This is an optimization exercise on Yosys and OpenROAD, whose aim is small area, a short achievable clock period and few clock cycles per item, not a production implementation. Function was checked by simulation only, so behaviour that the tests miss may differ from the original.

==> run G <==
==> flow/design.v <==
package fap_pkg;
  localparam int unsigned FractionBitsDef = 14;
  localparam int unsigned DataW = 32;
  localparam int unsigned CmdW = 4;
  typedef enum logic [CmdW-1:0] {
    CmdToFix = 4'd0,
    CmdTrunc = 4'd1,
    CmdRound = 4'd2,
    CmdAddFF = 4'd3,
    CmdSubFF = 4'd4,
    CmdAddFI = 4'd5,
    CmdSubFI = 4'd6,
    CmdMulFF = 4'd7,
    CmdMulFI = 4'd8,
    CmdDivFF = 4'd9,
    CmdDivFI = 4'd10
  } cmd_e;
  typedef struct packed {
    logic [DataW-1:0] res;
    logic             ovf;
    logic             dz;
    logic             is_div;
    logic             neg;
  } carry_t;
endpackage
module fixed_point_alu #(
  parameter int unsigned FRACTION_BITS = fap_pkg::FractionBitsDef
) (
  input  logic                       clk_i,
  input  logic                       rst_ni,
  input  logic                       in_valid_i,
  output logic                       in_ready_o,
  input  logic [fap_pkg::CmdW-1:0]   in_cmd_i,
  input  logic [fap_pkg::DataW-1:0]  in_operand_a_i,
  input  logic [fap_pkg::DataW-1:0]  in_operand_b_i,
  output logic                       out_valid_o,
  input  logic                       out_ready_i,
  output logic [fap_pkg::DataW-1:0]  out_result_o,
  output logic                       out_overflow_o,
  output logic                       out_divide_by_zero_o
);
  localparam int unsigned FB = FRACTION_BITS;
  logic        busy_q, rvalid_q;
  logic        first_q;                        
  logic        m_simple_q, m_mul_q, m_last_q, m_dabs_q, m_dstep_q, m_dfin_q;
  logic [31:0] a_q, b_q;
  logic [33:0] r_q;
  logic [5:0]  cnt_q;
  logic        neg_q, stk_q, ff_q;
  logic        xa_q, xah_q, xr_q, yb_q, y2b_q, ya_q, yinv_q, cin_q;
  logic        f1_q, f2_q, f2z_q, dz_q, tofix_ovf_q;
  logic en, accept, exec;
  assign en = !rvalid_q || out_ready_i;
  assign in_ready_o = !busy_q || m_dfin_q || m_last_q;
  assign accept     = in_valid_i && in_ready_o;
  assign exec       = busy_q && (!first_q || en);
  function automatic logic [2:0] booth(input logic [2:0] t);   
    unique case (t)
      3'b000, 3'b111: booth = 3'b000;
      3'b001, 3'b010: booth = 3'b010;
      3'b011:         booth = 3'b001;
      3'b100:         booth = 3'b101;
      default:        booth = 3'b110;   
    endcase
  endfunction
  logic [33:0] x, y, s;
  logic        fbit, hi_phase;
  assign hi_phase = cnt_q[5];         
  assign fbit     = !hi_phase && a_q[31];
  always_comb begin
    x = ({34{xa_q}}  & {{2{a_q[31]}}, a_q})
      | ({34{xah_q}} & {{16{a_q[31]}}, a_q[31:FB]})
      | ({34{xr_q}}  & r_q)
      | ({34{m_dstep_q}} & {r_q[32:0], fbit});
    y = (({34{yb_q}}  & {{2{b_q[31]}}, b_q})
      |  ({34{y2b_q}} & {b_q[31], b_q, 1'b0})
      |  ({34{ya_q}}  & {2'b0, a_q})) ^ {34{yinv_q}};
  end
  assign s = x + y + {33'b0, cin_q};
  logic [31:0] td;
  logic        skip4, skip16, ok4, ok16, room4, room16;
  logic [5:0]  n_steps;
  assign n_steps = ff_q ? 6'd46 : 6'd32;
  always_comb begin
    logic [31:0] dest;
    dest = b_q ^ {32{b_q[31]}};
    td[31] = dest[31];
    for (int j = 30; j >= 0; j--) td[j] = td[j+1] | dest[j];
  end
  always_comb begin
    ok4 = td[4] && !r_q[33];
    ok16 = td[16] && !r_q[33];
    for (int j = 0; j < 33; j++) begin
      if (j + 5 > 31)  ok4  = ok4  & !r_q[j];
      else             ok4  = ok4  & !(r_q[j] & !td[j+5]);
      if (j + 17 > 31) ok16 = ok16 & !r_q[j];
      else             ok16 = ok16 & !(r_q[j] & !td[j+17]);
    end
    room4  = hi_phase ? (cnt_q + 6'd4  <= n_steps) : (cnt_q <= 6'd28);
    room16 = hi_phase ? (cnt_q + 6'd16 <= n_steps) : (cnt_q <= 6'd16);
    skip16 = room16 && ok16;
    skip4  = room4 && ok4;
  end
  function automatic logic nonuni(input logic [33:0] v, input int lo);
    logic a1, a0;
    a1 = 1'b1; a0 = 1'b1;
    for (int j = 0; j < 34; j++)
      if (j >= lo) begin
        a1 = a1 & v[j];
        a0 = a0 & !v[j];
      end
    nonuni = !(a1 || a0);
  endfunction
  logic [31:0] a_d;
  logic [33:0] r_d;
  logic [5:0]  cnt_d;
  logic        neg_d, stk_d, busy_d, rvalid_d, first_d;
  logic        m_simple_d, m_mul_d, m_last_d, m_dabs_d, m_dstep_d, m_dfin_d;
  logic        xa_d, xah_d, xr_d, yb_d, y2b_d, ya_d, yinv_d, cin_d;
  logic [2:0]  bth;
  always_comb begin
    a_d = a_q; r_d = r_q; cnt_d = cnt_q; neg_d = neg_q; stk_d = stk_q;
    busy_d = busy_q; first_d = first_q;
    m_simple_d = m_simple_q; m_mul_d = m_mul_q; m_last_d = m_last_q;
    m_dabs_d = m_dabs_q; m_dstep_d = m_dstep_q; m_dfin_d = m_dfin_q;
    xa_d = xa_q; xah_d = xah_q; xr_d = xr_q; yb_d = yb_q; y2b_d = y2b_q; ya_d = ya_q;
    yinv_d = yinv_q; cin_d = cin_q;
    rvalid_d = rvalid_q && !out_ready_i;
    bth = booth(a_q[3:1]);
    if (exec) begin
      first_d = 1'b0;
      if (m_simple_q) begin
        if (dz_q)       r_d = {1'b1, 33'b0};
        else if (f2z_q) r_d = {1'b0, tofix_ovf_q, s[17:0], {FB{1'b0}}};
        else if (f2_q)  r_d = {1'b0, nonuni(s, 17), s[17:0], a_q[FB-1:0]};
        else if (f1_q)  r_d = {1'b0, nonuni(s, 31), s[31:0]};
        else            r_d = '0;
        rvalid_d = 1'b1;
        busy_d   = 1'b0;
        m_simple_d = 1'b0;
      end else if (m_mul_q) begin
        a_d   = {s[1:0], a_q[31:2]};
        cnt_d = cnt_q + 6'd1;
        if (m_last_q) begin
          if (ff_q) r_d = {1'b0, nonuni(s, 15), s[15:0], a_q[31:16]};
          else      r_d = {1'b0, nonuni(s, 1), s[1:0], a_q[31:2]};
          rvalid_d = 1'b1;
          busy_d   = 1'b0;
          m_mul_d  = 1'b0;
          m_last_d = 1'b0;
        end else begin
          r_d = {s[33], s[33], s[33:2]};
          m_last_d = (cnt_q == 6'd14);
          xr_d = 1'b1;
          {yinv_d, yb_d, y2b_d} = bth;
          cin_d = bth[2];
        end
      end else if (m_dabs_q) begin
        a_d   = s[31:0];
        r_d   = '0;
        cnt_d = '0;
        neg_d = a_q[31] ^ b_q[31];
        stk_d = 1'b0;
        m_dabs_d  = 1'b0;
        m_dstep_d = 1'b1;
        ya_d = 1'b0; yb_d = 1'b1;
        yinv_d = !b_q[31]; cin_d = !b_q[31];    
      end else if (m_dstep_q) begin
        if (skip16) begin
          r_d   = {2'b0, r_q[15:0], hi_phase ? 16'b0 : a_q[31:16]};
          a_d   = {a_q[15:0], 16'b0};
          stk_d = stk_q || (hi_phase && (|a_q[31:16]));
          cnt_d = cnt_q + 6'd16;
        end else if (skip4) begin
          r_d   = {2'b0, r_q[27:0], hi_phase ? 4'b0 : a_q[31:28]};
          a_d   = {a_q[27:0], 4'b0};
          stk_d = stk_q || (hi_phase && (|a_q[31:28]));
          cnt_d = cnt_q + 6'd4;
        end else begin
          r_d   = s;
          a_d   = {a_q[30:0], !s[33]};
          stk_d = stk_q || (hi_phase && a_q[31]);
          cnt_d = cnt_q + 6'd1;
        end
        if (cnt_d == n_steps) begin
          m_dstep_d = 1'b0;
          m_dfin_d  = 1'b1;
          ya_d = 1'b1; yb_d = 1'b0;
          yinv_d = neg_q; cin_d = neg_q;
        end else begin
          yinv_d = (s[33] && !skip16 && !skip4) ^ !b_q[31];
          cin_d  = yinv_d;
        end
      end else if (m_dfin_q) begin
        r_d      = {1'b0, stk_q || (a_q[31] && (!neg_q || (|a_q[30:0]))), s[31:0]};
        rvalid_d = 1'b1;
        busy_d   = 1'b0;
        m_dfin_d = 1'b0;
      end
    end
    if (accept) begin
      logic [2:0] b0;
      b0 = booth({in_operand_a_i[1:0], 1'b0});
      busy_d  = 1'b1;
      first_d = 1'b1;
      cnt_d   = '0;
      m_simple_d = 1'b0; m_mul_d = 1'b0; m_last_d = 1'b0;
      m_dabs_d = 1'b0; m_dstep_d = 1'b0; m_dfin_d = 1'b0;
      xa_d = 1'b0; xah_d = 1'b0; xr_d = 1'b0; yb_d = 1'b0; y2b_d = 1'b0; ya_d = 1'b0;
      yinv_d = 1'b0; cin_d = 1'b0;
      unique case (in_cmd_i)
        fap_pkg::CmdToFix: begin m_simple_d = 1'b1; yb_d = 1'b1; end
        fap_pkg::CmdTrunc: begin m_simple_d = 1'b1; xah_d = 1'b1;
          cin_d = in_operand_a_i[31] && (|in_operand_a_i[FB-1:0]); end
        fap_pkg::CmdRound: begin m_simple_d = 1'b1; xah_d = 1'b1;
          cin_d = in_operand_a_i[FB-1] && (!in_operand_a_i[31] || (|in_operand_a_i[FB-2:0])); end
        fap_pkg::CmdAddFF: begin m_simple_d = 1'b1; xa_d = 1'b1; yb_d = 1'b1; end
        fap_pkg::CmdSubFF: begin m_simple_d = 1'b1; xa_d = 1'b1; yb_d = 1'b1;
          yinv_d = 1'b1; cin_d = 1'b1; end
        fap_pkg::CmdAddFI: begin m_simple_d = 1'b1; xah_d = 1'b1; yb_d = 1'b1; end
        fap_pkg::CmdSubFI: begin m_simple_d = 1'b1; xah_d = 1'b1; yb_d = 1'b1;
          yinv_d = 1'b1; cin_d = 1'b1; end
        fap_pkg::CmdMulFF, fap_pkg::CmdMulFI: begin
          m_mul_d = 1'b1;
          {yinv_d, yb_d, y2b_d} = b0;
          cin_d = b0[2];
        end
        fap_pkg::CmdDivFF, fap_pkg::CmdDivFI: begin
          if (in_operand_b_i == '0) m_simple_d = 1'b1;
          else begin
            m_dabs_d = 1'b1;
            ya_d = 1'b1; yinv_d = in_operand_a_i[31]; cin_d = in_operand_a_i[31];
          end
        end
        default: m_simple_d = 1'b1;
      endcase
    end else if (!busy_d) begin
      xa_d = 1'b0; xah_d = 1'b0; xr_d = 1'b0; yb_d = 1'b0; y2b_d = 1'b0; ya_d = 1'b0;
    end
  end
  always_ff @(posedge clk_i or negedge rst_ni) begin
    if (!rst_ni) begin
      busy_q     <= 1'b0;
      rvalid_q   <= 1'b0;
      m_simple_q <= 1'b0;
      m_mul_q    <= 1'b0;
      m_last_q   <= 1'b0;
      m_dabs_q   <= 1'b0;
      m_dstep_q  <= 1'b0;
      m_dfin_q   <= 1'b0;
    end else begin
      busy_q     <= busy_d;
      rvalid_q   <= rvalid_d;
      m_simple_q <= m_simple_d;
      m_mul_q    <= m_mul_d;
      m_last_q   <= m_last_d;
      m_dabs_q   <= m_dabs_d;
      m_dstep_q  <= m_dstep_d;
      m_dfin_q   <= m_dfin_d;
    end
  end
  always_ff @(posedge clk_i) begin
    first_q <= first_d;
    r_q     <= r_d;
    cnt_q   <= cnt_d;
    neg_q   <= neg_d;
    stk_q   <= stk_d;
    xa_q    <= xa_d;
    xah_q   <= xah_d;
    xr_q    <= xr_d;
    yb_q    <= yb_d;
    y2b_q   <= y2b_d;
    ya_q    <= ya_d;
    yinv_q  <= yinv_d;
    cin_q   <= cin_d;
    if (accept) begin
      a_q   <= in_operand_a_i;
      b_q   <= in_operand_b_i;
      ff_q  <= in_cmd_i[0];
      f1_q  <= (in_cmd_i == fap_pkg::CmdTrunc) || (in_cmd_i == fap_pkg::CmdRound) ||
               (in_cmd_i == fap_pkg::CmdAddFF) || (in_cmd_i == fap_pkg::CmdSubFF);
      f2_q  <= (in_cmd_i == fap_pkg::CmdAddFI) || (in_cmd_i == fap_pkg::CmdSubFI);
      f2z_q <= (in_cmd_i == fap_pkg::CmdToFix);
      dz_q  <= ((in_cmd_i == fap_pkg::CmdDivFF) || (in_cmd_i == fap_pkg::CmdDivFI)) &&
               (in_operand_b_i == '0);
      tofix_ovf_q <= !((&in_operand_b_i[31:17]) || !(|in_operand_b_i[31:17]));
    end else begin
      a_q   <= a_d;
    end
  end
  assign out_valid_o          = rvalid_q;
  assign out_result_o         = r_q[31:0];
  assign out_overflow_o       = r_q[32];
  assign out_divide_by_zero_o = r_q[33];
endmodule
==> flow/run.sh <==
#!/bin/bash
# synth_recipe.tcl (not shown) runs the flow's synth.tcl, then flattens the netlist and writes it again
# the make line also repeats each setting of config.mk as NAME=value (left out here)
make -C /OpenROAD-flow-scripts/flow DESIGN_CONFIG=/design/flow/config.mk WORK_HOME=/design/flow/orfs CLKGATE_MAP_FILE= SYNTH_SCRIPT=/design/flow/synth_recipe.tcl finish
==> flow/config.mk <==
export PLATFORM = sky130hd
export DESIGN_NAME = fixed_point_alu
export DESIGN_NICKNAME = fixed_point_alu
export VERILOG_FILES = /design/flow/design.v
export SDC_FILE = /design/flow/constraint.sdc
export NUM_CORES = 4
export LEC_CHECK = 0
export CAP_MARGIN = 20
export CORE_MARGIN = 2
export CORE_UTILIZATION = 45
export PLACE_DENSITY = 0.6
export SLEW_MARGIN = 20
export TNS_END_PERCENT = 10
==> flow/constraint.sdc <==
create_clock -name core_clock -period 12.0 [get_ports {clk_i}]
set_input_delay 2.4000 -clock core_clock [delete_from_list [all_inputs] [get_ports {clk_i}]]
set_output_delay 2.4000 -clock core_clock [all_outputs]
set_load 0.01 [all_outputs]
==> run R (differences from run G) <==
--- a/flow/design.v
+++ b/flow/design.v
@@ -47,4 +47,4 @@
   logic [33:0] r_q;
-  logic [5:0]  cnt_q;
-  logic        neg_q, stk_q, ff_q;
+  logic [5:0]  cnt_q;                          
+  logic        neg_q, stk_q, ff_q, hi_q, pb_q;   
   logic        xa_q, xah_q, xr_q, yb_q, y2b_q, ya_q, yinv_q, cin_q;
@@ -67,3 +67,3 @@
   logic        fbit, hi_phase;
-  assign hi_phase = cnt_q[5];         
+  assign hi_phase = hi_q;             
   assign fbit     = !hi_phase && a_q[31];
@@ -81,4 +81,2 @@
   logic        skip4, skip16, ok4, ok16, room4, room16;
-  logic [5:0]  n_steps;
-  assign n_steps = ff_q ? 6'd46 : 6'd32;
   always_comb begin
@@ -98,4 +96,4 @@
     end
-    room4  = hi_phase ? (cnt_q + 6'd4  <= n_steps) : (cnt_q <= 6'd28);
-    room16 = hi_phase ? (cnt_q + 6'd16 <= n_steps) : (cnt_q <= 6'd16);
+    room4  = |cnt_q[5:2];
+    room16 = |cnt_q[5:4];
     skip16 = room16 && ok16;
@@ -116,3 +114,5 @@
   logic [5:0]  cnt_d;
-  logic        neg_d, stk_d, busy_d, rvalid_d, first_d;
+  logic        neg_d, stk_d, busy_d, rvalid_d, first_d, hi_d, pb_d;
+  logic        mskip;
+  assign mskip = xr_q && (cnt_q <= 6'd9) && ((&{a_q[11:0], pb_q}) || !(|{a_q[11:0], pb_q}));
   logic        m_simple_d, m_mul_d, m_last_d, m_dabs_d, m_dstep_d, m_dfin_d;
@@ -121,3 +121,3 @@
   always_comb begin
-    a_d = a_q; r_d = r_q; cnt_d = cnt_q; neg_d = neg_q; stk_d = stk_q;
+    a_d = a_q; r_d = r_q; cnt_d = cnt_q; neg_d = neg_q; stk_d = stk_q; hi_d = hi_q; pb_d = pb_q;
     busy_d = busy_q; first_d = first_q;
@@ -140,4 +140,13 @@
         m_simple_d = 1'b0;
+      end else if (m_mul_q && mskip) begin
+        r_d   = {{12{r_q[33]}}, r_q[33:12]};
+        a_d   = {r_q[11:0], a_q[31:12]};
+        pb_d  = a_q[11];
+        cnt_d = cnt_q + 6'd6;
+        m_last_d = (cnt_q == 6'd9);
+        {yinv_d, yb_d, y2b_d} = booth(a_q[13:11]);
+        cin_d = yinv_d;
       end else if (m_mul_q) begin
         a_d   = {s[1:0], a_q[31:2]};
+        pb_d  = a_q[1];
         cnt_d = cnt_q + 6'd1;
@@ -160,3 +169,4 @@
         r_d   = '0;
-        cnt_d = '0;
+        cnt_d = 6'd32;
+        hi_d  = 1'b0;
         neg_d = a_q[31] ^ b_q[31];
@@ -172,3 +182,3 @@
           stk_d = stk_q || (hi_phase && (|a_q[31:16]));
-          cnt_d = cnt_q + 6'd16;
+          cnt_d = cnt_q - 6'd16;
         end else if (skip4) begin
@@ -177,3 +187,3 @@
           stk_d = stk_q || (hi_phase && (|a_q[31:28]));
-          cnt_d = cnt_q + 6'd4;
+          cnt_d = cnt_q - 6'd4;
         end else begin
@@ -182,5 +192,9 @@
           stk_d = stk_q || (hi_phase && a_q[31]);
-          cnt_d = cnt_q + 6'd1;
+          cnt_d = cnt_q - 6'd1;
         end
-        if (cnt_d == n_steps) begin
+        if (cnt_d == '0 && ff_q && !hi_q) begin
+          cnt_d = 6'd14;
+          hi_d  = 1'b1;
+        end
+        if (cnt_d == '0) begin
           m_dstep_d = 1'b0;
@@ -206,2 +220,3 @@
       cnt_d   = '0;
+      pb_d    = 1'b0;
       m_simple_d = 1'b0; m_mul_d = 1'b0; m_last_d = 1'b0;
@@ -267,2 +282,4 @@
     stk_q   <= stk_d;
+    hi_q    <= hi_d;
+    pb_q    <= pb_d;
     xa_q    <= xa_d;
==> flow/flow/run.sh (new file) <==
#!/bin/bash
set -euo pipefail
bash standard.sh SETUP_SLACK_MARGIN=7.5 "BUFFER_PORTS_ARGS=-buffer_cell sky130_fd_sc_hd__buf_2" finish > make_finish.log 2>&1
==> flow/standard.sh (new file) <==
#!/bin/bash
# synth_recipe.tcl (not shown) runs the flow's synth.tcl, then flattens the netlist and writes it again
# the make line also repeats each setting of config.mk as NAME=value (left out here)
make -C /OpenROAD-flow-scripts/flow DESIGN_CONFIG=/design/flow/config.mk WORK_HOME=/design/flow/orfs CLKGATE_MAP_FILE= SYNTH_SCRIPT=/design/flow/synth_recipe.tcl "${@:-finish}"
removed: flow/run.sh
==> qor summary <==
|  | run R | run G |
|---|---|---|
| Relative slew slack | 21.3% | 22.9% |
| Setup ws final | 7.44 ns | 5.94 ns |
| Layout cell share with drive strength beyond 1 | 17.8% | 7.51% |
| Multi-input gate share of total cell area | 60.4% | 57.3% |
| Capture point of the worst reg-to-reg path | r_q[32] | r_q[22] |
| Sum of met3 wire segment lengths after detailed routing | 9740 um | 7640 um |
| Worst Max-Slew Pin Slew | 1.17 ns | 1.15 ns |
| Run status | no timing/DRC/antenna violations | no timing/DRC/antenna violations |
| Synthesized netlist net count | 1923 | 1754 |
| Area inside the core boundary | 30800 um2 | 28600 um2 |
| Critical path's slowest cell | sky130_fd_sc_hd__nor2_2 | sky130_fd_sc_hd__nor2_1 |
| Total half-perimeter wirelength after legalization and detailed placement | 46300 um | 43500 um |
| Footprint of the multi-input gates | 9840 um2 | 8600 um2 |
| F_max | 219 MHz | 165 MHz |
| Placement-stage worst setup slack | 6.82 ns | 6.18 ns |
| Yosys top cell area share | 24.2% | 25.9% |
| Cells after Synth | 1806 | 1634 |
| Clock skew after layout | 0.0268 ns | 0.0126 ns |
| Final Non-Filler Cells | 2262 | 2048 |
| Register bit total from synthesis | 131 | 129 |
Testbench counts of run G, summed over its fixed seeds: cycles 115,704, items 16,000.
Testbench counts of run R, summed over its fixed seeds: cycles 104,734, items 16,000.

what the ideal ports hide:
How much do the figures lean on ideal ports? The routed layouts below were timed once more, with nothing changed but the port constraints. Step 1 assumes that a clkbuf_16 drives the clock port and a buf_2 every other input. Step 2 times the ports against the registers' clock, not the clock port: input delays grow and output delays shrink by t, the midpoint of the rising clock arrivals with the driver on. Slacks: no drivers / after step 1 / after step 2; pairs: no drivers / after step 1.
run | t, ns | setup slack, ns | hold WS [ns] | latest minus earliest clock arrival (ns) | slew at the worst register clock pin (ns)
run G | 0.481 | 5.937 / 5.937 / 5.937 | 0.450 / 0.450 / 0.450 | 0.012 / 0.013 | 0.07 / 0.07
run R | 0.506 | 7.435 / 7.435 / 7.211 | 0.442 / 0.442 / 0.442 | 0.027 / 0.026 | 0.07 / 0.07
After both steps every run listed still meets setup and hold. The setup slack of run R, which loses most, moves by 0.000 ns with the drivers and by -0.224 ns with both steps.
